What follows belongs to an exercise in optimizing a design on an open flow for small area, a short achievable clock period and few clock cycles per item; a production flow would make more cautious choices. RTL that was checked went through simulation tests only; none was proved equivalent to the original. No functional check of the RTL was part of runs 5 to 8.

==> flow/config.mk <==
export PLATFORM = sky130hd
export DESIGN_NAME = aes_key_expand
export DESIGN_NICKNAME = aes_key_expand
export VERILOG_FILES = /design/flow/design.v
export SDC_FILE = /design/flow/constraint.sdc
export NUM_CORES = 4
export LEC_CHECK = 0
export CAP_MARGIN = 20
export CORE_MARGIN = 2
export CORE_UTILIZATION = 60
export SLEW_MARGIN = 20
export SYNTH_HIERARCHICAL = 1
export SYNTH_MINIMUM_KEEP_SIZE = 0
==> flow/constraint.sdc <==
create_clock -name core_clock -period 22.0 [get_ports {clk}]
set_input_delay 4.4000 -clock core_clock [delete_from_list [all_inputs] [get_ports {clk}]]
set_output_delay 4.4000 -clock core_clock [all_outputs]
set_load 0.01 [all_outputs]
==> flow/design.v <==
module aes_key_expand #(
  parameter int KEY_BITS = 256
) (
  input  logic                clk,
  input  logic                rst,
  input  logic                start,
  input  logic [KEY_BITS-1:0] key_in,
  output logic                busy,
  output logic [127:0]        rk_out,
  output logic [3:0]          rk_idx,
  output logic                rk_valid,
  input  logic                rk_ready,
  output logic                done
);
  logic [255:0] st;      
  logic [3:0]   idx;     
  logic         act;     
  logic         vld;     
  logic [31:0]  sw, p0, p1, p2, p3, rc;
  logic [127:0] nw;
  logic [7:0]   rcon;
  logic         adv;
  for (genvar b = 0; b < 4; b++) begin : g_sbox
    aes_ks_sbox u_sbox (.x(st[224+8*b +: 8]), .y(sw[8*b +: 8]));
  end
  aes_ks_mix u_mix (.sw(sw), .rot(!idx[0]), .p({p3, p2, p1, p0}), .nw(nw));
  assign busy     = vld;
  assign rk_valid = vld;
  assign rk_out   = st[127:0];
  assign rk_idx   = idx;
  always_comb begin
    rcon = 8'h01 << idx[3:1];
    rc = idx[0] ? 32'h0 : {24'h0, rcon};
    p0 = st[31:0] ^ rc;
    p1 = p0 ^ st[63:32];
    p2 = p1 ^ st[95:64];
    p3 = p2 ^ st[127:96];
    adv = rk_ready;
  end
  always_ff @(posedge clk) begin
    if (!act) st <= key_in;
    else if (adv) st <= {nw, st[255:128]};
  end
  always_ff @(posedge clk or posedge rst) begin
    if (rst) begin
      act <= 1'b0;
      vld <= 1'b0;
      idx <= 4'd0;
      done <= 1'b0;
    end else begin
      done <= 1'b0;
      if (!vld) vld <= start;
      else if (adv && idx == 4'd14) vld <= 1'b0;
      if (!act) begin
        idx <= 4'd0;
        if (start) act <= 1'b1;
      end else if (adv) begin
        idx <= idx + 4'd1;
        if (idx == 4'd14) begin
          act <= 1'b0;
          done <= 1'b1;
        end
      end
    end
  end
endmodule
module aes_ks_sbox (
  input  logic [7:0] x,
  output logic [7:0] y
);
  function automatic logic [7:0] sbox(input logic [7:0] x);
    logic u0, u1, u2, u3, u4, u5, u6, u7;
    logic t1, t2, t3, t4, t5, t6, t7, t8, t9, t10, t11, t12, t13, t14, t15, t16, t17, t18, t19;
    logic t20, t21, t22, t23, t24, t25, t26, t27;
    logic m1, m2, m3, m4, m5, m6, m7, m8, m9, m10, m11, m12, m13, m14, m15, m16, m17, m18, m19;
    logic m20, m21, m22, m23, m24, m25, m26, m27, m28, m29, m30, m31, m32, m33, m34, m35, m36;
    logic m37, m38, m39, m40, m41, m42, m43, m44, m45, m46, m47, m48, m49, m50, m51, m52, m53;
    logic m54, m55, m56, m57, m58, m59, m60, m61, m62, m63;
    logic l0, l1, l2, l3, l4, l5, l6, l7, l8, l9, l10, l11, l12, l13, l14, l15, l16, l17, l18;
    logic l19, l20, l21, l22, l23, l24, l25, l26, l27, l28, l29;
    u0 = x[7]; u1 = x[6]; u2 = x[5]; u3 = x[4]; u4 = x[3]; u5 = x[2]; u6 = x[1]; u7 = x[0];
    t1 = u0 ^ u3;   t2 = u0 ^ u5;   t3 = u0 ^ u6;   t4 = u3 ^ u5;   t5 = u4 ^ u6;
    t6 = t1 ^ t5;   t7 = u1 ^ u2;   t8 = u7 ^ t6;   t9 = u7 ^ t7;   t10 = t6 ^ t7;
    t11 = u1 ^ u5;  t12 = u2 ^ u5;  t13 = t3 ^ t4;  t14 = t6 ^ t11; t15 = t5 ^ t11;
    t16 = t5 ^ t12; t17 = t9 ^ t16; t18 = u3 ^ u7;  t19 = t7 ^ t18; t20 = t1 ^ t19;
    t21 = u6 ^ u7;  t22 = t7 ^ t21; t23 = t2 ^ t22; t24 = t2 ^ t10; t25 = t20 ^ t17;
    t26 = t3 ^ t16; t27 = t1 ^ t12;
    m1 = t13 & t6;  m2 = t23 & t8;  m3 = t14 ^ m1;  m4 = t19 & u7;  m5 = m4 ^ m1;
    m6 = t3 & t16;  m7 = t22 & t9;  m8 = t26 ^ m6;  m9 = t20 & t17; m10 = m9 ^ m6;
    m11 = t1 & t15; m12 = t4 & t27; m13 = m12 ^ m11; m14 = t2 & t10; m15 = m14 ^ m11;
    m16 = m3 ^ m2;  m17 = m5 ^ t24; m18 = m8 ^ m7;  m19 = m10 ^ m15; m20 = m16 ^ m13;
    m21 = m17 ^ m15; m22 = m18 ^ m13; m23 = m19 ^ t25; m24 = m22 ^ m23; m25 = m22 & m20;
    m26 = m21 ^ m25; m27 = m20 ^ m21; m28 = m23 ^ m25; m29 = m28 & m27; m30 = m26 & m24;
    m31 = m20 & m23; m32 = m27 & m31; m33 = m27 ^ m25; m34 = m21 & m22; m35 = m24 & m34;
    m36 = m24 ^ m25; m37 = m21 ^ m29; m38 = m32 ^ m33; m39 = m23 ^ m30; m40 = m35 ^ m36;
    m41 = m38 ^ m40; m42 = m37 ^ m39; m43 = m37 ^ m38; m44 = m39 ^ m40; m45 = m42 ^ m41;
    m46 = m44 & t6;  m47 = m40 & t8;  m48 = m39 & u7;  m49 = m43 & t16; m50 = m38 & t9;
    m51 = m37 & t17; m52 = m42 & t15; m53 = m45 & t27; m54 = m41 & t10; m55 = m44 & t13;
    m56 = m40 & t23; m57 = m39 & t19; m58 = m43 & t3;  m59 = m38 & t22; m60 = m37 & t20;
    m61 = m42 & t1;  m62 = m45 & t4;  m63 = m41 & t2;
    l0 = m61 ^ m62;  l1 = m50 ^ m56;  l2 = m46 ^ m48;  l3 = m47 ^ m55;  l4 = m54 ^ m58;
    l5 = m49 ^ m61;  l6 = m62 ^ l5;   l7 = m46 ^ l3;   l8 = m51 ^ m59;  l9 = m52 ^ m53;
    l10 = m53 ^ l4;  l11 = m60 ^ l2;  l12 = m48 ^ m51; l13 = m50 ^ l0;  l14 = m52 ^ m61;
    l15 = m55 ^ l1;  l16 = m56 ^ l0;  l17 = m57 ^ l1;  l18 = m58 ^ l8;  l19 = m63 ^ l4;
    l20 = l0 ^ l1;   l21 = l1 ^ l7;   l22 = l3 ^ l12;  l23 = l18 ^ l2;  l24 = l15 ^ l9;
    l25 = l6 ^ l10;  l26 = l7 ^ l9;   l27 = l8 ^ l10;  l28 = l11 ^ l14; l29 = l11 ^ l17;
    sbox[7] = l6 ^ l24;
    sbox[6] = ~(l16 ^ l26);
    sbox[5] = ~(l19 ^ l28);
    sbox[4] = l6 ^ l21;
    sbox[3] = l20 ^ l22;
    sbox[2] = l25 ^ l29;
    sbox[1] = ~(l13 ^ l27);
    sbox[0] = ~(l6 ^ l23);
  endfunction
  assign y = sbox(x);
endmodule
module aes_ks_mix (
  input  logic [31:0]  sw,
  input  logic         rot,
  input  logic [127:0] p,
  output logic [127:0] nw
);
  logic [31:0] t;
  assign t = rot ? {sw[7:0], sw[31:8]} : sw;
  assign nw = p ^ {4{t}};
endmodule
==> flow/flow/run.sh <==
#!/bin/bash
# Standard ORFS layout (the standard.sh), with these changes:
#  - synthesis is the standard flow's own script, but ABC maps with flow/abc.script (area-oriented);
#  - ports are buffered with the small sky130_fd_sc_hd__buf_1 instead of the default pick,
#    except rk_ready, whose buffer becomes a buf_8 after global placement (flow/port_drivers.tcl);
#  - clock tree synthesis inserts no dummy loads;
#  - timing repair aims for a slack margin that leaves TARGET_NS (flow/target.txt) of the
#    clock period, so the layout is sized for a shorter period than the constraint asks.
# Each step's full log is in orfs/logs/; the make output is in synth.log and layout.log here.
set -euo pipefail
here=$(pwd)
export FLOW_WORK=$here
export MY_ABC_SCRIPT=$here/flow/abc.script
target=$(cat flow/target.txt)
extra=()
if [[ "$target" != "none" ]]; then
  margin=$(python3 -c "print(round($FLOW_PERIOD_NS - $target, 3))")
  extra+=("SETUP_SLACK_MARGIN=$margin")
fi
bash standard.sh "SYNTH_SCRIPT=$here/flow/my_synth.tcl" synth > "$here/synth.log" 2>&1
bash standard.sh "CTS_ARGS=-sink_clustering_enable -repair_clock_nets -dont_use_dummy_load" "BUFFER_PORTS_ARGS=-buffer_cell sky130_fd_sc_hd__buf_1" "POST_GLOBAL_PLACE_TCL=$here/flow/port_drivers.tcl" "${extra[@]}" finish > "$here/layout.log" 2>&1
==> flow/flow/abc.script <==
strash
map -a
==> flow/flow/my_synth.tcl <==
# The standard synthesis script (synth_recipe.tcl, in the work folder), with one change:
# every ABC mapping call uses the script named by MY_ABC_SCRIPT instead of ORFS's.
proc abc {args} {
  set i [lsearch -exact $args -script]
  if {$i >= 0} { lset args [expr {$i + 1}] $::env(MY_ABC_SCRIPT) }
  yosys abc {*}$args
}
source $::env(FLOW_WORK)/synth_recipe.tcl
==> flow/flow/port_drivers.tcl <==
# After global placement: the input port rk_ready fans out to every state register's
# enable, so its port buffer gets a stronger cell than the buf_1 the other ports use.
foreach port {rk_ready} {
  foreach pin [get_pins -of_objects [get_nets $port]] {
    set inst [get_cells -of_objects $pin]
    if {[get_property [get_lib_cells -of_objects $inst] name] eq "sky130_fd_sc_hd__buf_1"} {
      puts "port_drivers: [get_full_name $inst] on $port -> sky130_fd_sc_hd__buf_8"
      replace_cell $inst sky130_fd_sc_hd__buf_8
    }
  }
}
==> flow/flow/target.txt <==
5.85
==> flow/standard.sh <==
#!/bin/bash
# synth_recipe.tcl (not shown) runs the flow's synth.tcl, then flattens the netlist and writes it again
# the make line also repeats each setting of config.mk as NAME=value (left out here)
make -C /OpenROAD-flow-scripts/flow DESIGN_CONFIG=/design/flow/config.mk WORK_HOME=/design/flow/orfs CLKGATE_MAP_FILE= SYNTH_SCRIPT=/design/flow/synth_recipe.tcl "${@:-finish}"
==> run notes, run 1 <==
Root Driver clkbuf_16; Cell Area, Synth approximately 18000 sq um; register area 7870 sq um; fin worst setup slack approximately 16 ns; Clock Skew 0.0292 ns; FMAX 177 MHz; Port Buffers around 390; Synth Area in XOR/XNOR a little over a quarter; slew margin rel. roughly a third; syn avg cell area 8.94 sq um; Final Instance Area 20500 sq um; initial antenna violation count 0; vias 13783; Routed WL 42600 um; # Max-Cap Violations 0; pre-CTS setup slack 14.88 ns; Cells after DPL 2724; Compound-Gate Fraction of Synth Area 0.368%; Crit Path Class flip-flop to output port; min-delay worst type flip-flop to flip-flop; Sink Count 263; CTS Buf Count 30; first-pass GRT wire length 65300 um; Worst-Margin Slew 0.993 ns; clock tree buffer depth 3; die area about 32000 sq um; fin crit share 25.7%; clock-pin slew on the worst setup and hold paths 0.06 ns; Final Max Slew Viols 0; Crit path largest cell delay 0.52 ns; synthesized-area fraction occupied by adder cells 0.681%; share of cells above drive strength 1 roughly 4.9%; cells along the critical path buf_1; post-DP HPWL between 30000 and 40000 um; largest net degree at the start of global routing approximately 170; syn nets 2327; Clk Latency, worst-skew pair between 0.5 and 0.6 ns; Crit path required time roughly 18 ns; Finished Core Util 67.5%; critical path startpoint category flip-flop; CP Data Arrival Time between 1 and 1.5 ns; largest family of logic cells by synthesized area XOR/XNOR gates; vias in the first global route 13264; io pins 395; Yosys reg bits 263; DRT iter0 DRCs between 800 and 900; Post-Route Setup TNS 0 ns; CP max stage cell dfrtp_1; fillers 2662; synth-to-layout area growth 11.4%; 1st-pass router iterations 5; status finished clean; Die Height 179 um; CTS tree built; RSZ-0062 raised after global routing true; Nets 2634; commonest non-fill, non-tap cell in the layout nand2_1; hold_ws 0.503 ns; Final Hold Vio Count 0; starting density of the core 60.6%; Post-Synth Simple-Gate Area 20.3%; worst path bufs/invs 1; Synth Instances 2057; Final setup viols 0; min cycle time layout 5.66 ns; most frequent cells in the layout 884 x nand2_1, 415 x xor2_1, 393 x buf_1, 256 x edfxtp_1, 133 x xnor2_1; area occupied by multi-input gates 9500 sq um; Seq/Total Area, Yosys around 43%; Crit path max-delay family flip-flops; All-Layer GR Usage between 20 and 30%; FP Rows 64; DRC Markers 0; post-synthesis mux area share 1.96%; Placed Area 19500 sq um; drt wl/cell 15.5 um; Die X 179 um; non-filler cells, final 2759; Synth warnings 8; core area 30300 sq um; CP endpoint kind output port; Yosys cell types 15; grt ovf 0; number of vias per cell 5.00; H-tree lvl count 1; maximum fanout along the worst path 10; Final ANT Viol Nets 0
[area by class of cell]
type                       instances  share of cell area, %
clock buffer                      30                   3.66
multi-input combinational       1595                   46.4
timing repair buffer             403                   7.80
antenna                            1                 0.0122
inverter                          71                   1.34
sequential                       263                   38.4
tap                              396                   2.42
[modules after synthesis, one instance, submodules excluded]
module | area, sq um | cells inside
aes_key_expand | 12900 | 1309
aes_ks_mix | 1480 | 160
aes_ks_sbox | 1010 | 147
[metal layers]
metal  global-route usage [%]  routed length (um)  up-vias  part of all wire (%)
met5                        0                   0        -                     0
li1                         -                   -     6976                     -
met3                     4.52                2610       76                   6.1
met1                     32.9               18300     6343                    43
met2                     43.5               20500      388                    48
met4                     8.33                1180        0                   2.8
[sequential cells by signal (all words and copies together) (netlist names)]
register and count:
done 1, vld 1, idx 4, act 1, st 256
[repair_timing]
| action | CTS | global route |
|---|---|---|
| cloned | 0 | 1 |
| buffers inserted | 0 | 2 |
| hold endpoints to repair | 0 | 0 |
| hold buffers | 0 | 0 |
| endpoints found under the setup margin | 92 | 188 |
| resized for setup | 8 | 27 |
[synthesized netlist by cell type]
master	count	share of area [%]
buf_4	129	5.3
clkinv_1	71	1.4
dfrtp_1	7	0.95
edfxtp_1	256	42
ha_1	10	0.68
mux2_2	32	2.0
nand2_1	884	18
nand3_1	9	0.24
nand4_1	20	0.68
nor2_1	46	0.94
o21ai_0	6	0.16
o31ai_1	5	0.20
or2_2	10	0.34
xnor2_1	140	6.7
xor2_1	432	21
[final timing paths]
check	startpoint	end	slack, ns	cells after the start
max	idx[2]	rk_idx[2]	16.34	1
min	vld	vld	0.50	1
max reg2reg	st[247]	st[211]	16.44	22
min reg2reg	vld	vld	0.50	1
max in group asynchronous	rst	act	18.11	2
min in group asynchronous	rst	done	3.70	2
[kinds of logic (layout without fill, tap and decap cells)]
kind of cell / Yosys count / after routing
and+or+nand+nor: 969 / 970
xor gates and xnor gates: 572 / 572
DFF: 263 / 263
buffers and inverters: 200 / 504
muxes: 32 / 32
AOI/OAI and AO/OA: 11 / 11
adders and majority gates: 10 / 10
other: 0 / 1
Testbench counts, summed over its fixed seeds: cycles 3,072, round keys 2,880.
==> inputs of run 2 (changes only) <==
==> flow/flow/port_drivers.tcl (replaced) <==
# After global placement: the input port rk_ready fans out to every state register's
# enable, so its port buffer gets a stronger cell than the buf_1 the other ports use.
foreach port {rk_ready} {
  foreach pin [get_pins -of_objects [get_nets -of_objects [get_ports $port]]] {
    set inst [get_cells -of_objects $pin]
    if {[get_property [get_lib_cells -of_objects $inst] name] eq "sky130_fd_sc_hd__buf_1"} {
      puts "port_drivers: [get_full_name $inst] on $port -> sky130_fd_sc_hd__buf_8"
      replace_cell $inst sky130_fd_sc_hd__buf_8
    }
  }
}
==> run 2 against run 1 <==
  * The flow now stops in 3_3_place_gp
  * Synthesized cell count did not move
  * Area after synthesis did not move
==> run notes, run 2 <==
status stopped before the end; Die X 179 um (unchanged); most instantiated cells after synthesis 884 x nand2_1, 432 x xor2_1, 256 x edfxtp_1, 140 x xnor2_1, 129 x buf_4; Post-synth EDFFs 256 (unchanged); Synth top area share 41.8% (unchanged); Yosys reg bits 263 (unchanged); syn nets 2327 (unchanged); Stop stage 3_3_place_gp; FP Rows 64 (unchanged); stop err [ERROR STA-0100] unsupported object type Port.; Synth area leaders edfxtp_1 42%, xor2_1 21%, nand2_1 18%; Cell Area, Synth 18400 sq um (unchanged); syn avg cell area 8.94 sq um (unchanged); Async SR Flop Fraction 2.66% (unchanged); Port Buffers 394 (unchanged); Die Height 179 um (unchanged); io pins 395 (unchanged); Synth warnings 8 (unchanged); starting density of the core 60.6% (unchanged); most frequent cell after synthesis nand2_1; Yosys cell types 15 (unchanged); Seq/Total Area, Yosys 42.8% (unchanged); Synth Flop Type edfxtp_1; Synth Instances 2057 (unchanged); Synth area leader edfxtp_1
## run 2: cell counts after synthesis
No cell type changed its count.
## run 2: cells by family after synthesis
kind of cell,synth area share (%)
compound gates,0.368
xor+xnor,27.3
fa+ha+maj,0.681
buf+inv,6.72
flops,42.8
mux,1.96
simple gates,20.3
## run 2: Yosys stat by module, one instance, submodules excluded
module	cells	flip-flops and latches	cell area, sq um
aes_ks_sbox	147	0	1010
aes_key_expand	1309	263	12900
aes_ks_mix	160	0	1480
==> inputs of run 3 (changes only) <==
--- a/flow/design.v
+++ b/flow/design.v
@@ -37,9 +37,18 @@
     p3 = p2 ^ st[127:96];
     adv = rk_ready;
   end
+  logic sel_ld, sel_sh, sel_hd;
+  assign sel_ld = !act;
+  assign sel_sh = act && adv;
+  assign sel_hd = act && !adv;
+  logic [255:0] st_d, st_n;
+  assign st_n = {nw, st[255:128]};
+  for (genvar j = 0; j < 256; j++) begin : g_sel
+    aes_ks_sel u_sel (.ld(sel_ld), .sh(sel_sh), .hd(sel_hd), .k(key_in[j]),
+                      .n(st_n[j]), .q(st[j]), .d(st_d[j]));
+  end
   always_ff @(posedge clk) begin
-    if (!act) st <= key_in;
-    else if (adv) st <= {nw, st[255:128]};
+    st <= st_d;
   end
   always_ff @(posedge clk or posedge rst) begin
     if (rst) begin
@@ -125,3 +134,9 @@
   assign t = rot ? {sw[7:0], sw[31:8]} : sw;
   assign nw = p ^ {4{t}};
 endmodule
+module aes_ks_sel (
+  input  logic ld, sh, hd, k, n, q,
+  output logic d
+);
+  assign d = (ld & k) | (sh & n) | (hd & q);
+endmodule
==> flow/flow/run.sh (replaced) <==
#!/bin/bash
# Standard ORFS layout (the standard.sh), with these changes:
#  - synthesis is the standard flow's own script, but ABC maps with flow/abc.script (area-oriented);
#  - ports are buffered with the small sky130_fd_sc_hd__buf_1 instead of the default pick;
#  - clock tree synthesis inserts no dummy loads;
#  - timing repair aims for a slack margin that leaves TARGET_NS (flow/target.txt) of the
#    clock period, so the layout is sized for a shorter period than the constraint asks.
# Each step's full log is in orfs/logs/; the make output is in synth.log and layout.log here.
set -euo pipefail
here=$(pwd)
export FLOW_WORK=$here
export MY_ABC_SCRIPT=$here/flow/abc.script
target=$(cat flow/target.txt)
extra=()
if [[ "$target" != "none" ]]; then
  margin=$(python3 -c "print(round($FLOW_PERIOD_NS - $target, 3))")
  extra+=("SETUP_SLACK_MARGIN=$margin")
fi
bash standard.sh "SYNTH_SCRIPT=$here/flow/my_synth.tcl" synth > "$here/synth.log" 2>&1
bash standard.sh "CTS_ARGS=-sink_clustering_enable -repair_clock_nets -dont_use_dummy_load" "BUFFER_PORTS_ARGS=-buffer_cell sky130_fd_sc_hd__buf_1" "${extra[@]}" finish > "$here/layout.log" 2>&1
removed: flow/flow/port_drivers.tcl
==> run 3 against run 2 <==
  * Synthesized cell count hardly changed
  * Now clean on timing, DRC and antenna
  * Area after synthesis is 8.7% lower
==> run notes, run 3 <==
Post-Synth Simple-Gate Area 16.4% (-3.8 points); reg2reg start st[231]; Seq/Total Area, Yosys 31.6% (-11 points); number of vias per cell 5.24; maximum fanout along the worst path 76; DRC Markers 0; die area 29300 sq um; largest family of logic cells by synthesized area XOR/XNOR gates; # Max-Cap Violations 0; FMAX 176 MHz; min-delay worst type flip-flop to flip-flop; post-synthesis mux area share 2.15% (+0.19 points); largest registers st: 256 flops, idx: 4 flops; CP max stage cell buf_8; Post-Route Setup TNS 0 ns; Final Hold Vio Count 0; Root Driver clkbuf_16; # hold bufs at CTS 0; syn avg cell area 8.15 sq um (-8.8%); io pins 395 (unchanged); clock-pin slew on the worst setup and hold paths 0.06 ns; Port Buffers 394 (unchanged); status finished clean; Synth warnings 8 (unchanged); vias in the first global route 13347; Die Height 171 um (-4.3%); H-tree lvl count 1; cells along the critical path buf_2 -> nor2_4 -> buf_8 -> buf_8 -> nand2_1 -> nand2_1; synth-to-layout area growth 12.3%; grt ovf 0; synthesized-area fraction occupied by adder cells 0.745% (+0.065 points); Crit Path Class primary input to flip-flop; gpl congestion approximately 0.92; RSZ-0062 raised after global routing false; critical path startpoint category primary input; slew margin rel. 29.4%; non-filler cells, final 2745; commonest non-fill, non-tap cell in the layout nand2_1; vias 14373; 1st-pass router iterations 7; Clock Skew roughly 0.028 ns; Yosys cell types 16 (+1); most frequent cells in the layout 628 x nand2_1, 417 x xor2_1, 393 x buf_1, 256 x a22oi_1, 255 x dfxtp_1; post-DP HPWL roughly 31000 um; Synth Flop Type dfxtp_1; Final Max Slew Viols 0; Clk Latency, worst-skew pair 0.55 ns; initial antenna violation count 1; CTS tree built; syn nets 2329 (+0.086%); Setup Fix Bufs, Post-CTS 0; Synth Instances 2059 (+0.097%); starting density of the core 60.6% (about the same); Yosys reg bits 263 (unchanged); CTS Buf Count 30; hold path start st[128]; Finished Core Util 68.1%; fin crit share 25.8%; Nets 2637; largest reg by FF count st; first-pass GRT wire length roughly 65000 um; CP endpoint kind flip-flop; Synth area leader dfxtp_1; Die X 171 um (-4.3%); Cells after DPL 2710; Synth top area share 30.5% (-11 points); most frequent cell after synthesis nand2_1; Final setup viols 0; Synth area leaders dfxtp_1 31%, xor2_1 23%, nand2_1 14%; DRT iter0 DRCs 787; most instantiated cells after synthesis 628 x nand2_1, 432 x xor2_1, 256 x a22oi_1, 256 x dfxtp_1, 140 x xnor2_1; drt wl/cell 15.3 um; Synth Area in XOR/XNOR 29.8% (+2.6 points); FP Rows 61 (-4.7%); Compound-Gate Fraction of Synth Area 11.9% (+11 points); Routed WL 41900 um; min cycle time layout 5.68 ns; Cell Area, Synth 16800 sq um (-8.7%); Worst-Margin Slew ~1.1 ns; max FFs per register 256; All-Layer GR Usage 27.0%; CP Data Arrival Time 6.17 ns; largest net degree at the start of global routing about 120; core area approximately 28000 sq um; Post-synth EDFFs 0 (-100%); share of cells above drive strength 1 4.90%; Crit path largest cell delay ~0.43 ns; clock tree buffer depth 3; Async SR Flop Fraction 2.66% (unchanged); Crit path required time around 22 ns; fillers 2513; Final ANT Viol Nets 0; Sink Count about 260; critical path launch point rk_ready
run 3: Yosys stat by module, one instance, submodules excluded:
module          times used  area [sq um]  flops+latches  cells
aes_ks_mix               1          1480              0    160
aes_key_expand           1          7420            263    543
aes_ks_sbox              4          1010              0    147
aes_ks_sel             256          15.0              0      3
run 3: cell type report:
| cell class | count | area, sq um | area share, % |
|---|---|---|---|
| sequential | 263 | 5300 | 28.1 |
| tap | 378 | 473 | 2.51 |
| inverter | 73 | 294 | 1.56 |
| clock buffer | 30 | 751 | 3.98 |
| timing repair buffer | 402 | 1580 | 8.35 |
| antenna | 2 | 5.00 | 0.0265 |
| multi-input combinational | 1597 | 10500 | 55.5 |
run 3: cells by family (layout without fill, tap and decap cells):
logic type | Yosys count | in the layout
fa+ha+maj | 10 | 10
xor+xnor | 572 | 572
flops | 263 | 263
mux | 32 | 32
simple gates | 713 | 716
compound gates | 267 | 267
other cells | 0 | 2
buf+inv | 202 | 505
run 3: per-layer routing:
metal,up-vias,GRT usage [%],part of all wire [%]
li1,7261,-,-
met1,6654,33.6,43
met2,386,47.2,48
met3,70,5.18,6.0
met4,2,8.07,2.8
met5,-,0,0.031
run 3: stage by stage:
stage	setup WS [ns]	instance area, sq um	hold WS, ns
after detailed placement	14.70	17900	0.432
final	16.32	18900	0.436
after CTS	16.20	18700	0.439
after global placement	14.74	17900	0.429
after floorplan	8.40	16800	0.422
after global routing	16.13	18900	0.454
run 3: final timing paths:
path / to / depth (start not counted) / slack (ns)
worst max-delay path: st[108] / 6 / 16.32
worst min-delay path: st[128] / 2 / 0.44
worst max register to register: st[229] / 22 / 16.57
worst min register to register: st[128] / 2 / 0.44
max in group asynchronous: idx[3] / 2 / 18.12
min in group asynchronous: done / 2 / 3.72
run 3: timing repair:
action                     in CTS  in global routing
cloned                          2                  1
resized for setup              10                 29
setup endpoints to repair     250                204
pin swaps                       1                  1
run 3: critical path: cells and delay by family:
| family | cells | cell delay, ns |
|---|---|---|
| AND/OR/NAND/NOR | 3 | 0.60 |
| buffers and inverters | 3 | 1.06 |
Testbench counts of run 3, summed over its fixed seeds: cycles 3,072, round keys 2,880.
==> inputs of run 4 (changes only) <==
==> flow/flow/target.txt (replaced) <==
5.7
==> run 4 against run 3 <==
  * Routed wire length grew 0.94%
  * Critical endpoint is now rk_idx[2]
  * Critical path type is now flip-flop to output port
  * Maximum frequency is 0.67% higher
  * Area after synthesis is the same
==> run notes, run 4 <==
gpl congestion 0.918 (unchanged); FMAX 177 MHz (+0.67%); Root Driver clkbuf_16; Finished Core Util 68.7% (+0.59 points); number of vias per cell 5.26 (+0.51%); clock tree buffer depth 3 (unchanged); register area 5310 sq um (about the same); Clock Skew 0.0285 ns (+0.0000272 ns); min cycle time layout 5.64 ns (-0.0378 ns); FP Rows 61 (unchanged); Async SR Flop Fraction 2.66% (unchanged); io pins 395 (unchanged); Final Hold Vio Count 0 (unchanged); vias in the first global route 13376 (+0.22%); initial antenna violation count 1 (unchanged); CTS Buf Count 30 (unchanged); Synth warnings 8 (unchanged); fin crit share 25.6% (-0.17 points); largest reg by FF count st; synthesized-area fraction occupied by adder cells 0.745% (unchanged); Yosys cell types 16 (unchanged); H-tree lvl count 1 (unchanged); Yosys reg bits 263 (unchanged); All-Layer GR Usage 27.1% (+0.10 points); cells along the critical path buf_1; most instantiated cells after synthesis 628 x nand2_1, 432 x xor2_1, 256 x a22oi_1, 256 x dfxtp_1, 140 x xnor2_1; slew margin rel. 31.5% (+2.0 points); Cell Area, Synth 16800 sq um (unchanged); grt ovf 0 (unchanged); Final Max Slew Viols 0 (unchanged); CTS tree built; drt wl/cell 15.4 um (+0.83%); clock-pin slew on the worst setup and hold paths 0.05 ns (about the same); RSZ-0062 raised after global routing true; Synth top area share 30.5% (unchanged); CP endpoint kind output port; CP Data Arrival Time 1.24 ns (-4.93 ns); Crit path largest cell delay 0.51 ns (+0.08 ns); flop-to-flop setup slack 16.64 ns (+0.07 ns); core area 27700 sq um (unchanged); Worst-Margin Slew 1.03 ns (-0.0306 ns); share of cells above drive strength 1 5.53% (+0.63 points); syn avg cell area 8.15 sq um (unchanged); synth-to-layout area growth 13.3%; Synth area leaders dfxtp_1 31%, xor2_1 23%, nand2_1 14%; starting density of the core 60.6% (unchanged); commonest non-fill, non-tap cell in the layout nand2_1; vias 14462 (+0.62%); Compound-Gate Fraction of Synth Area 11.9% (unchanged); largest family of logic cells by synthesized area XOR/XNOR gates; Seq/Total Area, Yosys 31.6% (unchanged); Die Height 171 um (unchanged); post-DP HPWL 30600 um (unchanged); largest registers st: 256 flops, idx: 4 flops; die area 29300 sq um (unchanged); first-pass GRT wire length 65400 um (+0.30%); Clk Latency, worst-skew pair 0.55 ns (about the same); max FFs per register 256 (unchanged); # hold bufs at CTS 0 (unchanged); # Max-Cap Violations 0 (unchanged); post-synthesis mux area share 2.15% (unchanged); Nets 2640 (+0.11%); Final setup viols 0 (unchanged); largest net degree at the start of global routing 116 (+0.87%); Post-synth EDFFs 0 (unchanged); Crit path max-delay family flip-flops; worst path bufs/invs 1 (-2); DRC Markers 0 (unchanged); hold_ws 0.438 ns (+0.00181 ns); DRT iter0 DRCs 772 (-1.9%); Post-Synth Simple-Gate Area 16.4% (unchanged); Crit Path Class flip-flop to output port; syn nets 2329 (unchanged); Port Buffers 394 (unchanged); maximum fanout along the worst path 10 (-87%); min-delay worst type flip-flop to flip-flop; Synth Instances 2059 (unchanged); fillers 2486 (-1.1%); Synth area leader dfxtp_1; most frequent cells in the layout 628 x nand2_1, 414 x xor2_1, 393 x buf_1, 256 x a22oi_1, 253 x dfxtp_1; Final ANT Viol Nets 0 (unchanged); status finished clean; Synth Area in XOR/XNOR 29.8% (unchanged); Post-Route Setup TNS 0 ns (unchanged); Synth Flop Type dfxtp_1; Sink Count 263 (unchanged); Routed WL 42300 um (+0.94%); most frequent cell after synthesis nand2_1; Die X 171 um (unchanged); area occupied by multi-input gates 10600 sq um (+1.0%); 1st-pass router iterations 5 (-2); CP max stage cell dfrtp_1; Crit path required time 17.60 ns (-4.89 ns); critical path startpoint category flip-flop
[run 4: cell count changes in the layout (fill, tap and decap cells not counted), sizes merged]
| cell | delta |
|---|---|
| buf | +1 |
| clkbuf | +2 |
[run 4: path summary, 6_finish.rpt]
check / startpoint / endpoint / cells past startpoint
min in group asynchronous: rst / done / 2
max reg2reg: st[231] / st[226] / 22
max in group asynchronous: rst / idx[1] / 2
min: st[128] / st[128] / 2
min reg2reg: st[128] / st[128] / 2
max: idx[2] / rk_idx[2] / 1
[run 4: per-stage QoR]
stage	cells	cell area, sq um	worst slack (ns)
floorplan	2059	16800	8.40
finish	2748	19000	16.36
detailed placement	2710	17900	14.70
global route	2746	19000	16.25
global placement	2710	17900	14.74
CTS	2743	18700	16.31
[run 4: modules after synthesis (local to each module, per instance)]
module / copies in the design / area (sq um) / flip-flops and latches / cells
aes_key_expand: 1 / 7420 / 263 / 543
aes_ks_mix: 1 / 1480 / 0 / 160
aes_ks_sel: 256 / 15.0 / 0 / 3
aes_ks_sbox: 4 / 1010 / 0 / 147
[run 4: routing by layer]
layer	GRT usage (%)	wire, um
met1	33.8	18200
met2	47.3	20300
met3	5.22	2600
met4	8.14	1200
met5	0	13
[run 4: cell type report]
cell class,instances,share of cell area (%)
Inverter,73,1.55
Clock buffer,30,3.95
Timing Repair Buffer,405,8.57
Multi-Input combinational cell,1597,55.5
Sequential cell,263,27.9
Antenna cell,2,0.0263
Tap cell,378,2.49
[run 4: cell families (layout without fill, tap and decap cells)]
group / count (synthesis) / count (layout)
other cells: 0 / 2
xor+xnor: 572 / 572
compound gates: 267 / 267
flops: 263 / 263
mux: 32 / 32
simple gates: 713 / 716
fa+ha+maj: 10 / 10
buf+inv: 202 / 508
[run 4: timing repair]
| action | 4_1_cts | 5_1_grt |
|---|---|---|
| resized for setup | 15 | 46 |
| setup buffers | 0 | 2 |
| gates cloned | 3 | 1 |
| setup endpoints to repair | 250 | 172 |
| pin swaps | 2 | 2 |
==> inputs of run 5 (changes only) <==
--- a/flow/design.v
+++ b/flow/design.v
@@ -16,6 +16,7 @@
   logic [3:0]   idx;     
   logic         act;     
   logic         vld;     
+  logic [3:0]   ridx;    
   logic [31:0]  sw, p0, p1, p2, p3, rc;
   logic [127:0] nw;
   logic [7:0]   rcon;
@@ -27,7 +28,7 @@
   assign busy     = vld;
   assign rk_valid = vld;
   assign rk_out   = st[127:0];
-  assign rk_idx   = idx;
+  assign rk_idx   = ridx;
   always_comb begin
     rcon = 8'h01 << idx[3:1];
     rc = idx[0] ? 32'h0 : {24'h0, rcon};
@@ -49,6 +50,10 @@
   end
   always_ff @(posedge clk) begin
     st <= st_d;
+  end
+  always_ff @(posedge clk) begin
+    if (!act) ridx <= 4'd0;
+    else if (adv) ridx <= idx + 4'd1;
   end
   always_ff @(posedge clk or posedge rst) begin
     if (rst) begin
==> flow/flow/target.txt (replaced) <==
5.5
==> run 5 against run 4 <==
  * Routed wire length is 4.1% higher
  * First-iteration DRC count is 28% higher
  * Sequential cell count is 4 higher
  * Area after synthesis is 0.77% higher
  * Die area is 0.75% higher
  * Worst setup slack better by 0.15 ns
  * Non-clock buffer count is 8 higher
  * Register-to-register slack better by 0.12 ns
  * Design area is 4.5% higher
  * Critical path type unchanged
  * Highest routed layer is now met4
==> run notes, run 5 <==
status finished clean; FMAX 182 MHz (+2.8%); Compound-Gate Fraction of Synth Area 11.8% (-0.031 points); share of cells above drive strength 1 16.9% (+11 points); Synth Instances 2075 (+0.78%); Synth Area in XOR/XNOR 29.7% (-0.12 points); fin worst setup slack 16.51 ns (+0.153 ns); Die Height 172 um (+0.37%); first-pass GRT wire length 65900 um (+0.89%); syn avg cell area 8.15 sq um (about the same); fin crit share 24.9% (-0.70 points); Final Max Slew Viols 0 (unchanged); Post-synth EDFFs 0 (unchanged); synth-to-layout area growth 17.5%; Cell Area, Synth 16900 sq um (+0.77%); CTS tree built; Async SR Flop Fraction 2.62% (-0.040 points); clock tree buffer depth 3 (unchanged); reg2reg end st[239]; Synth area leaders dfxtp_1 31%, xor2_1 22%, nand2_1 14%; starting density of the core 60.9% (+0.30 points); maximum fanout along the worst path 3 (-7); flop-to-flop setup slack 16.76 ns (+0.12 ns); critical path startpoint category flip-flop; Port Buffers 394 (unchanged); CTS Buf Count 30 (unchanged); Crit path largest cell delay 0.40 ns (-0.11 ns); drt wl/cell 15.9 um (+3.3%); reg2reg start st[243]; pre-CTS setup slack 14.61 ns (-0.0894 ns); Yosys cell types 17 (+1); hold path start st[165]; Final Instance Area 19900 sq um (+4.5%); Synth Flop Type dfxtp_1; most frequent cell after synthesis nand2_1; gpl congestion 0.904 (-1.5%); Crit path max-delay family flip-flops; post-DP HPWL 30800 um (+0.60%); largest net degree at the start of global routing 162 (+40%); hold-critical path depth 2 (unchanged); Worst-Margin Slew 1.12 ns (+0.0982 ns); min-delay worst type flip-flop to flip-flop; Synth area leader dfxtp_1; core area 27800 sq um (+0.28%); DRC Markers 0 (unchanged); grt ovf 0 (unchanged); worst path bufs/invs 1 (unchanged); vias in the first global route 13510 (+1.0%); clock-pin slew on the worst setup and hold paths 0.06 ns (about the same); Final Hold Vio Count 0 (unchanged); post-synthesis mux area share 2.13% (-0.016 points); vias 14700 (+1.6%); largest family of logic cells by synthesized area XOR/XNOR gates; initial antenna violation count 0 (-1); Final ANT Viol Nets 0 (unchanged); CP endpoint kind output port; All-Layer GR Usage 27.1% (+0.068 points); # Max-Cap Violations 0 (unchanged); # hold bufs at CTS 0 (unchanged); Post-Route Setup TNS 0 ns (unchanged); fillers 2373 (-4.5%); Synth warnings 8 (unchanged); Reg2Reg Depth 20 (-9.1%); largest registers st: 256 flops, idx: 4 flops, ridx: 4 flops; CP Data Arrival Time 1.09 ns (-0.15 ns); RSZ-0062 raised after global routing true; cell count along the critical path 1 (unchanged); largest reg by FF count st; Placed Area 18000 sq um (+0.62%); io pins 395 (unchanged); Synth top area share 30.8% (+0.24 points); max FFs per register 256 (unchanged); commonest non-fill, non-tap cell in the layout nand2_1; die area 29600 sq um (+0.75%); Yosys reg bits 267 (+1.5%); Nets 2662 (+0.83%); synthesized-area fraction occupied by adder cells 0.740% (-0.0057 points); Clock Skew 0.0181 ns (-0.0104 ns); Die X 172 um (+0.37%); most instantiated cells after synthesis 634 x nand2_1, 433 x xor2_1, 260 x dfxtp_1, 256 x a22oi_1, 141 x xnor2_1; H-tree lvl count 1 (unchanged); cells along the critical path buf_2; slew margin rel. 25.0% (-6.5 points); Clk Latency, worst-skew pair 0.55 ns (about the same); Routed WL 44100 um (+4.1%); Post-Synth Simple-Gate Area 16.4% (-0.022 points); Sink Count 267 (+1.5%); CP max stage cell dfrtp_1; worst hold endpoint st[165]; Crit path required time 17.60 ns (about the same); syn nets 2345 (+0.69%); 1st-pass router iterations 5 (unchanged); DRT iter0 DRCs 990 (+28%); min cycle time layout 5.49 ns (-0.153 ns); Final setup viols 0 (unchanged); Crit Path Class flip-flop to output port; FP Rows 61 (unchanged); Root Driver clkbuf_16; Seq/Total Area, Yosys 31.8% (+0.23 points); number of vias per cell 5.31 (+0.87%); most frequent cells in the layout 633 x nand2_1, 396 x xor2_1, 265 x buf_1, 256 x a22oi_1, 156 x dfxtp_1
[run 5: layout make-up]
class                      instances  area [sq um]  area share [%]
sequential                       267          5520            27.7
timing repair buffer             413          1890            9.52
inverter                          74           287            1.44
antenna                            1          2.50          0.0126
multi-input combinational       1606         11000            55.1
tap                              378           473            2.38
clock buffer                      30           751            3.78
[run 5: Yosys stat by module, one instance, submodules excluded]
module,flip-flops and latches,cells,times used
aes_ks_sel,0,3,256
aes_key_expand,267,559,1
aes_ks_mix,0,160,1
aes_ks_sbox,0,147,4
[run 5: kinds of logic after synthesis]
kind of cell,after synthesis
simple gates,719
mux,32
compound gates,270
flops,267
fa+ha+maj,10
xor+xnor,574
buf+inv,203
[run 5: through the flow]
stage | hold slack [ns] | utilization, % | std cells
after detailed placement | 0.432 | 64.7 | 2725
after floorplan | 0.422 | - | 2075
after global routing | 0.454 | 71.5 | 2768
after CTS | 0.441 | 68.8 | 2759
final | 0.439 | 71.5 | 2769
after global placement | 0.429 | 64.7 | 2725
[run 5: worst max-delay path by stage]
stage / from / endpoint
after global routing: st[231] / st[186]
after floorplan: rk_ready / idx[0]
after CTS: st[69] / rk_out[69]
after detailed placement: rk_ready / st[146]
after global placement: rk_ready / st[242]
final: vld / rk_valid
[run 5: repair_timing]
item,CTS,global route
resized for setup,167,181
endpoints found under the setup margin,353,291
buffers inserted,3,8
gates cloned,1,1
pin swaps,1,8
[run 5: metal layers]
| metal | track usage, % | wire, um | vias to the layer above |
|---|---|---|---|
| met5 | 0 | 0 | - |
| met4 | 8.77 | 1470 | 0 |
| met3 | 6.13 | 3110 | 97 |
| met2 | 46.6 | 21300 | 446 |
| met1 | 33.8 | 18200 | 6852 |
| li1 | - | - | 7305 |
==> inputs of run 6 (changes only) <==
==> flow/flow/target.txt (replaced) <==
5.7
==> run 6 against run 5 <==
  * Register-to-register slack got worse by 0.14 ns
  * Final cell count shrank 0.29%
  * Area after synthesis stayed put
==> run notes, run 6 <==
CTS tree built; Synth area leaders dfxtp_1 31%, xor2_1 22%, nand2_1 14%; cells along the critical path buf_2 -> nor2_4 -> buf_4 -> buf_8 -> nand2_1 -> nand2_1; fillers 2496 (+5.2%); reg2reg start st[231]; clock tree buffer depth 3 (unchanged); CP Data Arrival Time 6.12 ns (+5.03 ns); Synth Flop Type dfxtp_1; Root Driver clkbuf_16; Crit path max-delay family buffers and inverters; Crit path largest cell delay 0.59 ns (+0.19 ns); All-Layer GR Usage 27.0% (-0.12 points); number of vias per cell 5.26 (-0.97%); maximum fanout along the worst path 92 (+89); Final Max Slew Viols 0 (unchanged); CP max stage cell buf_4; slew margin rel. 23.5% (-1.5 points); min cycle time layout 5.63 ns (+0.147 ns); Port Buffers 394 (unchanged); hold path start st[161]; status finished clean; reg2reg end st[161]; Synth Instances 2075 (unchanged); Final ANT Viol Nets 0 (unchanged); Crit Path Class primary input to flip-flop; fin crit share 25.6% (+0.67 points); largest reg by FF count st; synth-to-layout area growth 13.5%; critical path startpoint category primary input; Async SR Flop Fraction 2.62% (unchanged); Sink Count 267 (unchanged); io pins 395 (unchanged); CTS Buf Count 30 (unchanged); Clock Skew 0.0170 ns (-0.00105 ns); Post-Route Setup TNS 0 ns (unchanged); gpl congestion 0.904 (unchanged); grt ovf 0 (unchanged); cell count along the critical path 6 (+5); largest registers st: 256 flops, idx: 4 flops, ridx: 4 flops; Die X 172 um (unchanged); CP endpoint kind flip-flop; Synth top area share 30.8% (unchanged); Nets 2654 (-0.30%); most instantiated cells after synthesis 634 x nand2_1, 433 x xor2_1, 260 x dfxtp_1, 256 x a22oi_1, 141 x xnor2_1; 1st-pass router iterations 7 (+2); FMAX 178 MHz (-2.6%); Routed WL 42900 um (-2.8%); DRT iter0 DRCs 914 (-7.7%); Die Height 172 um (unchanged); syn nets 2345 (unchanged); Synth warnings 8 (unchanged); fin worst setup slack 16.37 ns (-0.147 ns); Seq/Total Area, Yosys 31.8% (unchanged); vias 14516 (-1.3%); syn avg cell area 8.15 sq um (unchanged); # hold bufs at CTS 0 (unchanged); Cell Area, Synth 16900 sq um (unchanged); starting density of the core 60.9% (unchanged); post-DP HPWL 30800 um (unchanged); initial antenna violation count 0 (unchanged); clock-pin slew on the worst setup and hold paths 0.06 ns (about the same); first-pass GRT wire length 65700 um (-0.44%); min-delay worst type flip-flop to flip-flop; worst path bufs/invs 3 (+2); pre-CTS setup slack 14.61 ns (unchanged); Yosys cell types 17 (unchanged); Final Hold Vio Count 0 (unchanged); max FFs per register 256 (unchanged); Synth area leader dfxtp_1; hold-critical path depth 2 (unchanged); drt wl/cell 15.5 um (-2.5%); share of cells above drive strength 1 5.71% (-11 points); largest net degree at the start of global routing 162 (unchanged); Clk Latency, worst-skew pair 0.55 ns (about the same); Worst-Margin Slew 1.15 ns (+0.0229 ns); core area 27800 sq um (unchanged); Crit path required time 22.49 ns (+4.89 ns); Post-synth EDFFs 0 (unchanged); Final setup viols 0 (unchanged); H-tree lvl count 1 (unchanged); vias in the first global route 13415 (-0.70%); DRC Markers 0 (unchanged); Yosys reg bits 267 (unchanged); flop-to-flop setup slack 16.62 ns (-0.14 ns); commonest non-fill, non-tap cell in the layout nand2_1; most frequent cells in the layout 634 x nand2_1, 409 x xor2_1, 393 x buf_1, 258 x dfxtp_1, 256 x a22oi_1; worst hold endpoint st[161]; FP Rows 61 (unchanged); critical path's most frequent cell nand2_1; die area 29600 sq um (unchanged); Reg2Reg Depth 23 (+15%); most frequent cell after synthesis nand2_1; RSZ-0062 raised after global routing true; # Max-Cap Violations 0 (unchanged)
[run 6: cells by family (layout without fill, tap and decap cells)]
family / Yosys count / after routing / synth area share (%)
AOI/OAI and AO/OA: 270 / 270 / 11.8
xor gates and xnor gates: 574 / 574 / 29.7
adders and majority gates: 10 / 10 / 0.740
buffers and inverters: 203 / 509 / 7.37
DFF: 267 / 267 / 31.8
muxes: 32 / 32 / 2.13
other: 0 / 1 / 0
and+or+nand+nor: 719 / 720 / 16.4
[run 6: per-layer routing]
layer	share of wire (%)	track usage, %	up-vias
met5	0	0	-
met4	3.3	8.26	0
met3	6.9	6.18	89
met2	48	46.3	421
met1	42	33.9	6709
li1	-	-	7297
[run 6: stage by stage]
step	utilization, %	cell area (sq um)	hold WS (ns)	cells
finish	69.1	19200	0.439	2761
global placement	64.7	18000	0.429	2725
global route	69.1	19200	0.454	2760
CTS	67.8	18800	0.441	2758
detailed placement	64.7	18000	0.432	2725
floorplan	-	16900	0.422	2075
[run 6: area by class of cell]
cell class | count | area, sq um | share of cell area (%)
diodes | 1 | 2.50 | 0.0130
clock buffers | 30 | 751 | 3.91
inverters | 74 | 287 | 1.49
multi-input cells | 1606 | 10700 | 55.8
flip-flops and latches | 267 | 5380 | 28.0
well taps | 378 | 473 | 2.46
repair buffers | 405 | 1600 | 8.32
[run 6: modules after synthesis, one instance, submodules excluded]
| module | cell area [sq um] | cells | copies in the design |
|---|---|---|---|
| aes_key_expand | 7550 | 559 | 1 |
| aes_ks_mix | 1480 | 160 | 1 |
| aes_ks_sbox | 1010 | 147 | 4 |
| aes_ks_sel | 15.0 | 3 | 256 |
[run 6: how the worst max path moves through the flow]
| stage | from | endpoint | slack [ns] |
|---|---|---|---|
| floorplan | rk_ready | idx[0] | 8.24 |
| global placement | rk_ready | st[242] | 14.71 |
| detailed placement | rk_ready | st[146] | 14.61 |
| CTS | st[252] | st[147] | 16.32 |
| global route | st[231] | st[186] | 16.23 |
| finish | rk_ready | st[25] | 16.37 |
[run 6: repair_timing]
action | 4_1_cts | 5_1_grt
hold endpoints to repair | 0 | 0
setup endpoints to repair | 237 | 151
cloned | 1 | 0
resized for setup | 15 | 53
pin swaps | 1 | 1
buffers inserted | 2 | 2
[run 6: tightest hold or removal path, delay by kind of cell, from the launching register on]
family	cells	cell delay [ns]
DFF	1	0.30
and+or+nand+nor	2	0.09
==> inputs of run 7 (changes only) <==
--- a/flow/design.v
+++ b/flow/design.v
@@ -38,14 +38,21 @@
     p3 = p2 ^ st[127:96];
     adv = rk_ready;
   end
-  logic sel_ld, sel_sh, sel_hd;
-  assign sel_ld = !act;
-  assign sel_sh = act && adv;
-  assign sel_hd = act && !adv;
+  logic [3:0] act_g, sel_ld, sel_sh, sel_hd;
+  for (genvar g = 0; g < 4; g++) begin : g_act
+    assign sel_ld[g] = !act_g[g];
+    assign sel_sh[g] = act_g[g] && adv;
+    assign sel_hd[g] = act_g[g] && !adv;
+    always_ff @(posedge clk or posedge rst) begin
+      if (rst) act_g[g] <= 1'b0;
+      else if (!act_g[g]) act_g[g] <= start;
+      else if (adv && idx == 4'd14) act_g[g] <= 1'b0;
+    end
+  end
   logic [255:0] st_d, st_n;
   assign st_n = {nw, st[255:128]};
   for (genvar j = 0; j < 256; j++) begin : g_sel
-    aes_ks_sel u_sel (.ld(sel_ld), .sh(sel_sh), .hd(sel_hd), .k(key_in[j]),
+    aes_ks_sel u_sel (.ld(sel_ld[j/64]), .sh(sel_sh[j/64]), .hd(sel_hd[j/64]), .k(key_in[j]),
                       .n(st_n[j]), .q(st[j]), .d(st_d[j]));
   end
   always_ff @(posedge clk) begin
==> run 7 against run 6 <==
  * Maximum frequency fell by 0.34%
  * Synthesized cell count rose by 1.1%
  * Final cell count rose by 1.1%
  * Still clean
  * Count of clock-buffer cells in the layout fell by 1
  * Die area rose by 1.0%
==> run notes, run 7 <==
status finished clean; Async SR Flop Fraction 4.06% (+1.4 points); Finished Core Util 69.3% (+0.17 points); CP max stage cell dfxtp_1; post-synthesis mux area share 2.11% (-0.022 points); Root Driver clkbuf_16; Synth area leaders dfxtp_1 30%, xor2_1 22%, nand2_1 14%; largest net degree at the start of global routing 68 (-58%); most frequent cells in the layout 639 x nand2_1, 413 x xor2_1, 393 x buf_1, 256 x a22oi_1, 255 x dfxtp_1; vias 15207 (+4.8%); first-pass GRT wire length 78900 um (+20%); cells along the critical path buf_1; critical path startpoint category flip-flop; number of vias per cell 5.45 (+3.6%); initial antenna violation count 0 (unchanged); clock tree buffer depth 3 (unchanged); most crowded layer after global routing met2; Final Hold Vio Count 0 (unchanged); syn nets 2367 (+0.94%); ANT cells 0 (-1); Synth Flop Type dfxtp_1; largest reg by FF count st; CTS Buf Count 29 (-3.3%); min cycle time layout 5.65 ns (+0.0191 ns); Crit path required time 17.60 ns (-4.89 ns); M1 GR Usage 40.9% (+7.0 points); Post-Route Setup TNS 0 ns (unchanged); Port Buffers 394 (unchanged); FMAX 177 MHz (-0.34%); GR Util met2 56.1% (+9.9 points); Synth warnings 8 (unchanged); Crit path max-delay family flip-flops; grt ovf 0 (unchanged); pre-CTS setup slack 14.93 ns (+0.322 ns); Nets 2686 (+1.2%); synth-to-layout area growth 13.2%; Clk Latency, worst-skew pair 0.55 ns (about the same); syn avg cell area 8.15 sq um (about the same); H-tree lvl count 1 (unchanged); Cell Area, Synth 17100 sq um (+1.0%); max FFs per register 256 (unchanged); # Max-Cap Violations 0 (unchanged); slew margin rel. 34.5% (+11 points); Final setup viols 0 (unchanged); clock-pin slew on the worst setup and hold paths 0.06 ns (about the same); Synth top area share 30.5% (-0.31 points); fin worst setup slack 16.35 ns (-0.0191 ns); maximum fanout along the worst path 3 (-97%); RSZ-0062 raised after global routing false; Crit path largest cell delay 0.43 ns (-0.16 ns); most instantiated cells after synthesis 639 x nand2_1, 433 x xor2_1, 260 x dfxtp_1, 256 x a22oi_1, 141 x xnor2_1; flop-to-flop setup slack 16.58 ns (-0.04 ns); fin crit share 25.7% (+0.087 points); Die X 173 um (+0.50%); largest family of logic cells by synthesized area XOR/XNOR gates; post-DP HPWL 35700 um (+16%); gpl congestion 0.929 (+2.7%); synthesized-area fraction occupied by adder cells 0.732% (-0.0075 points); All-Layer GR Usage 32.3% (+5.3 points); io pins 395 (unchanged); Crit Path Class flip-flop to output port; Sink Count 271 (+1.5%); Synth Area in XOR/XNOR 29.4% (-0.30 points); Final ANT Viol Nets 0 (unchanged); Post-synth EDFFs 0 (unchanged); die area 29900 sq um (+1.0%); most frequent cell after synthesis nand2_1; 1st-pass router iterations 5 (-2); Synth Instances 2097 (+1.1%); CP endpoint kind output port; commonest non-fill, non-tap cell in the layout nand2_1; CTS tree built; Post-Synth Simple-Gate Area 16.5% (+0.076 points); core area 27900 sq um (+0.55%); Seq/Total Area, Yosys 32.1% (+0.26 points); vias in the first global route 14890 (+11%); DRC Markers 0 (unchanged); DRT iter0 DRCs 950 (+3.9%); share of cells above drive strength 1 6.26% (+0.55 points); Clock Skew 0.0209 ns (+0.00395 ns); CP Data Arrival Time 1.25 ns (-4.87 ns); Yosys cell types 17 (unchanged); Routed WL 50700 um (+18%); # hold bufs at CTS 0 (unchanged); drt wl/cell 18.2 um (+17%); Yosys reg bits 271 (+1.5%); Worst-Margin Slew 0.983 ns (-0.164 ns); Synth area leader dfxtp_1; min-delay worst type flip-flop to flip-flop; GRT met3 Usage 6.82% (+0.64 points); Final Max Slew Viols 0 (unchanged); FP Rows 61 (unchanged); worst path bufs/invs 1 (-2); Die Height 173 um (+0.50%); Compound-Gate Fraction of Synth Area 11.8% (about the same); starting density of the core 61.2% (+0.29 points)
-- run 7: repair_timing --
action | in CTS | in global routing
setup endpoints to repair | 256 | 155
buffers inserted | 2 | 6
gates cloned | 2 | 1
resized for setup | 9 | 47
pin swaps | 2 | 5
-- run 7: final timing paths --
| check | startpoint | endpoint | cells past startpoint |
|---|---|---|---|
| min in group asynchronous | rst | vld | 2 |
| max in group asynchronous | rst | idx[3] | 2 |
| setup reg to reg | st[249] | st[154] | 20 |
| hold reg to reg | st[167] | st[167] | 2 |
| setup / recovery | st[87] | rk_out[87] | 1 |
| hold / removal | st[167] | st[167] | 2 |
-- run 7: cell type report --
cell class                 instances  area [sq um]
multi-input combinational       1623         10700
fill                            2465          8580
sequential                       271          5490
timing repair buffer             414          1650
clock buffer                      29           726
tap                              378           473
inverter                          77           292
-- run 7: stage by stage --
| step | instances | area (sq um) | hold slack [ns] |
|---|---|---|---|
| 4_1_cts | 2785 | 19000 | 0.442 |
| 6_report | 2792 | 19400 | 0.439 |
| 3_5_place_dp | 2752 | 18200 | 0.433 |
| 5_1_grt | 2792 | 19400 | 0.453 |
| 3_3_place_gp | 2752 | 18200 | 0.429 |
| 2_1_floorplan | 2097 | 17200 | 0.422 |
-- run 7: per-layer routing --
metal,up-vias,share of wire (%)
li1,7383,-
met1,7194,42
met2,534,48
met3,96,7.8
met4,0,2.5
met5,-,0
-- run 7: Yosys stat by module, one instance, submodules excluded --
module	copies in the design	flip-flops and latches	area, sq um
aes_ks_sel	256	0	15.0
aes_key_expand	1	271	7720
aes_ks_mix	1	0	1480
aes_ks_sbox	4	0	1010
-- run 7: cell families after synthesis --
logic type                 Yosys count
and+or+nand+nor                    730
xor gates and xnor gates           574
AOI/OAI and AO/OA                  274
DFF                                271
buffers and inverters              206
muxes                               32
adders and majority gates           10
==> inputs of run 8 (changes only) <==
--- a/flow/design.v
+++ b/flow/design.v
@@ -38,21 +38,14 @@
     p3 = p2 ^ st[127:96];
     adv = rk_ready;
   end
-  logic [3:0] act_g, sel_ld, sel_sh, sel_hd;
-  for (genvar g = 0; g < 4; g++) begin : g_act
-    assign sel_ld[g] = !act_g[g];
-    assign sel_sh[g] = act_g[g] && adv;
-    assign sel_hd[g] = act_g[g] && !adv;
-    always_ff @(posedge clk or posedge rst) begin
-      if (rst) act_g[g] <= 1'b0;
-      else if (!act_g[g]) act_g[g] <= start;
-      else if (adv && idx == 4'd14) act_g[g] <= 1'b0;
-    end
-  end
+  logic sel_ld, sel_sh, sel_hd;
+  assign sel_ld = !act;
+  assign sel_sh = act && adv;
+  assign sel_hd = act && !adv;
   logic [255:0] st_d, st_n;
   assign st_n = {nw, st[255:128]};
   for (genvar j = 0; j < 256; j++) begin : g_sel
-    aes_ks_sel u_sel (.ld(sel_ld[j/64]), .sh(sel_sh[j/64]), .hd(sel_hd[j/64]), .k(key_in[j]),
+    aes_ks_sel u_sel (.ld(sel_ld), .sh(sel_sh), .hd(sel_hd), .k(key_in[j]),
                       .n(st_n[j]), .q(st[j]), .d(st_d[j]));
   end
   always_ff @(posedge clk) begin
==> flow/flow/run.sh (replaced) <==
#!/bin/bash
# Standard ORFS layout (the standard.sh), with these changes:
#  - synthesis is the standard flow's own script, but ABC maps with flow/abc.script (area-oriented);
#  - ports are buffered with the small sky130_fd_sc_hd__buf_1 instead of the default pick;
#  - clock tree synthesis clusters up to 24 sinks per leaf buffer and inserts no dummy loads;
#  - timing repair aims for a slack margin that leaves TARGET_NS (flow/target.txt) of the
#    clock period, so the layout is sized for a shorter period than the constraint asks.
# Each step's full log is in orfs/logs/; the make output is in synth.log and layout.log here.
set -euo pipefail
here=$(pwd)
export FLOW_WORK=$here
export MY_ABC_SCRIPT=$here/flow/abc.script
target=$(cat flow/target.txt)
extra=()
if [[ "$target" != "none" ]]; then
  margin=$(python3 -c "print(round($FLOW_PERIOD_NS - $target, 3))")
  extra+=("SETUP_SLACK_MARGIN=$margin")
fi
bash standard.sh "SYNTH_SCRIPT=$here/flow/my_synth.tcl" synth > "$here/synth.log" 2>&1
bash standard.sh "CTS_ARGS=-sink_clustering_enable -repair_clock_nets -dont_use_dummy_load -sink_clustering_size 24 -sink_clustering_max_diameter 80" "BUFFER_PORTS_ARGS=-buffer_cell sky130_fd_sc_hd__buf_1" "${extra[@]}" finish > "$here/layout.log" 2>&1
==> run 8 against run 7 <==
  * Count of clock-buffer cells in the layout down 14
  * Final cell count down 1.6%
  * Via count down 5.3%
  * Worst setup slack better by 0.088 ns
  * Critical path depth unchanged
==> run notes, run 8 <==
status finished clean; Synth warnings 8 (unchanged); max FFs per register 256 (unchanged); worst path bufs/invs 1 (unchanged); flop-to-flop setup slack 16.60 ns (+0.02 ns); clock tree buffer depth 3 (unchanged); syn nets 2345 (-0.93%); reg2reg end st[239]; post-DP HPWL 30800 um (-14%); Crit path largest cell delay 0.42 ns (about the same); # Max-Cap Violations 0 (unchanged); Synth Flop Type dfxtp_1; Worst-Margin Slew 1.13 ns (+0.150 ns); Root Driver clkbuf_16; Crit path max-delay family flip-flops; cells along the critical path buf_1; Clock Skew 0.0460 ns (+0.0251 ns); Final Max Slew Viols 0 (unchanged); DRC Markers 0 (unchanged); critical path startpoint category flip-flop; Die Height 172 um (-0.49%); Crit Path Class flip-flop to output port; Worst Setup EP rk_out[28]; Post-synth EDFFs 0 (unchanged); Die X 172 um (-0.49%); fillers 2532 (+2.7%); syn avg cell area 8.15 sq um (about the same); most instantiated cells after synthesis 634 x nand2_1, 433 x xor2_1, 260 x dfxtp_1, 256 x a22oi_1, 141 x xnor2_1; H-tree lvl count 1 (unchanged); Port Buffers 394 (unchanged); CTS Buf Count 15 (-48%); share of cells above drive strength 1 5.03% (-1.2 points); Seq/Total Area, Yosys 31.8% (-0.26 points); core area 27800 sq um (-0.55%); Post-Route Setup TNS 0 ns (unchanged); reg2reg start st[247]; Yosys reg bits 267 (-1.5%); Synth top area share 30.8% (+0.31 points); clock-pin slew on the worst setup and hold paths 0.10 ns (+0.04 ns); Crit path required time 17.60 ns (about the same); starting density of the core 60.9% (-0.29 points); most frequent cells in the layout 634 x nand2_1, 409 x xor2_1, 393 x buf_1, 258 x dfxtp_1, 256 x a22oi_1; gpl congestion 0.904 (-2.6%); Reg2Reg Depth 22 (+10%); All-Layer GR Usage 26.8% (-5.6 points); Final setup viols 0 (unchanged); Final Hold Vio Count 0 (unchanged); synth-to-layout area growth 11.4%; Finished Core Util 67.8% (-1.5 points); die area 29600 sq um (-0.99%); 1st-pass router iterations 5 (unchanged); drt wl/cell 15.5 um (-15%); vias in the first global route 13302 (-11%); commonest non-fill, non-tap cell in the layout nand2_1; Sink Count 267 (-1.5%); DRT iter0 DRCs 956 (+0.63%); most frequent cell after synthesis nand2_1; Routed WL 42500 um (-16%); RSZ-0062 raised after global routing true; CP endpoint kind output port; Synth area leader dfxtp_1; io pins 395 (unchanged); vias 14396 (-5.3%); maximum fanout along the worst path 4 (+1); cell count along the critical path 1 (unchanged); CTS tree built; Synth Instances 2075 (-1.0%); Final ANT Viol Nets 0 (unchanged); min-delay worst type flip-flop to flip-flop; min cycle time layout 5.56 ns (-0.0881 ns); FP Rows 61 (unchanged); fin crit share 25.3% (-0.40 points); initial antenna violation count 0 (unchanged); largest net degree at the start of global routing 162 (+140%); grt ovf 0 (unchanged); largest reg by FF count st; critical path launch point st[28]; first-pass GRT wire length 65000 um (-18%); FMAX 180 MHz (+1.6%); CP max stage cell dfxtp_1; Async SR Flop Fraction 2.62% (-1.4 points); Cell Area, Synth 16900 sq um (-1.0%); Yosys cell types 17 (unchanged); number of vias per cell 5.24 (-3.7%); CP Data Arrival Time 1.16 ns (-0.09 ns); Synth area leaders dfxtp_1 31%, xor2_1 22%, nand2_1 14%; Nets 2639 (-1.7%); Clk Latency, worst-skew pair 0.52 ns (-0.03 ns); hold-critical path depth 2 (unchanged); slew margin rel. 24.5% (-10 points); largest registers st: 256 flops, idx: 4 flops, ridx: 4 flops
==> run 8: layout make-up <==
cell class                 count  area (sq um)  share of cell area, %
sequential                   267          5380                   28.6
tap                          378           473                   2.51
inverter                      74           287                   1.52
clock buffer                  15           375                   1.99
timing repair buffer         405          1610                   8.52
antenna                        1          2.50                 0.0133
multi-input combinational   1606         10700                   56.9
==> run 8: layer usage <==
layer	part of all wire [%]	routed length (um)	vias up	global-route usage, %
met2	48	20300	426	46.3
met4	3.2	1360	0	7.75
li1	-	-	7250	-
met5	0	0	-	0
met1	42	18000	6641	33.6
met3	6.8	2900	79	5.61
==> run 8: logic make-up (layout without fill, tap and decap cells) <==
family                   Yosys count  in the layout  share of synthesized area, %
other                              0              1                             0
AO/OA/AOI/OAI                    270            270                          11.8
buffers and inverters            203            494                          7.37
AND/OR/NAND/NOR                  719            720                          16.4
multiplexers                      32             32                          2.13
XOR/XNOR                         574            574                          29.7
adder cells (fa/ha/maj)           10             10                         0.740
flip-flops                       267            267                          31.8
==> run 8: modules after synthesis, one instance, submodules excluded <==
module          times used  flip-flops and latches  area, sq um
aes_ks_sbox              4                       0         1010
aes_key_expand           1                     267         7550
aes_ks_sel             256                       0         15.0
aes_ks_mix               1                       0         1480
==> run 8: how the worst min path moves through the flow <==
stage,startpoint,endpoint,slack (ns)
after floorplan,st[128],st[128],0.42
after detailed placement,st[217],st[217],0.43
after global placement,st[182],st[182],0.43
after global routing,st[162],st[162],0.46
after CTS,st[217],st[217],0.44
final,st[165],st[165],0.44
==> run 8: repair_timing <==
action	in CTS	in global routing
resized for setup	16	53
pin swaps	1	1
buffers inserted	2	2
setup endpoints to repair	239	168
cloned	1	0
hold buffers	0	0
==> run 8: through the flow <==
stage | setup WS (ns) | area [sq um] | cells | hold slack, ns
after floorplan | 8.24 | 16900 | 2075 | 0.422
after global placement | 14.71 | 18000 | 2725 | 0.429
after detailed placement | 14.61 | 18000 | 2725 | 0.432
after CTS | 16.34 | 18500 | 2743 | 0.443
after global routing | 16.20 | 18800 | 2745 | 0.460
final | 16.44 | 18800 | 2746 | 0.444

## what the ideal ports hide
No port has a modelled driver above. Below, the same layouts with a new extraction and two added sets of constraints.
Step 1 sets driving cells, clkbuf_16 on the clock port and buf_2 on the other inputs (assumed; they add their load-dependent delay and slew).
Step 2 times the ports against the registers' clock, not the clock port: input delays grow and output delays shrink by t, the midpoint of the rising clock arrivals with the driver on.
Three values: ideal ports, drivers, drivers and shift; two values: the first two.
run | t (ns) | setup WS [ns] | hold slack, ns | clock arrival spread, ns
run 1 | 0.596 | 16.335 / 16.282 / 15.822 | 0.503 / 0.503 / 0.503 | 0.030 / 0.030
run 3 | 0.589 | 16.323 / 16.293 / 15.766 | 0.436 / 0.436 / 0.436 | 0.028 / 0.029
run 4 | 0.590 | 16.361 / 16.307 / 15.844 | 0.438 / 0.438 / 0.438 | 0.029 / 0.028
run 5 | 0.595 | 16.514 / 16.462 / 15.999 | 0.439 / 0.439 / 0.439 | 0.019 / 0.019
run 6 | 0.597 | 16.368 / 16.369 / 15.786 | 0.439 / 0.439 / 0.439 | 0.017 / 0.018
run 7 | 0.593 | 16.349 / 16.296 / 15.820 | 0.439 / 0.439 / 0.439 | 0.021 / 0.021
run 8 | 0.550 | 16.437 / 16.384 / 15.911 | 0.444 / 0.444 / 0.444 | 0.048 / 0.048
After both steps every run listed still meets setup and hold. The setup slack of run 6, which loses most, moves by +0.001 ns with the drivers and by -0.582 ns with both steps.
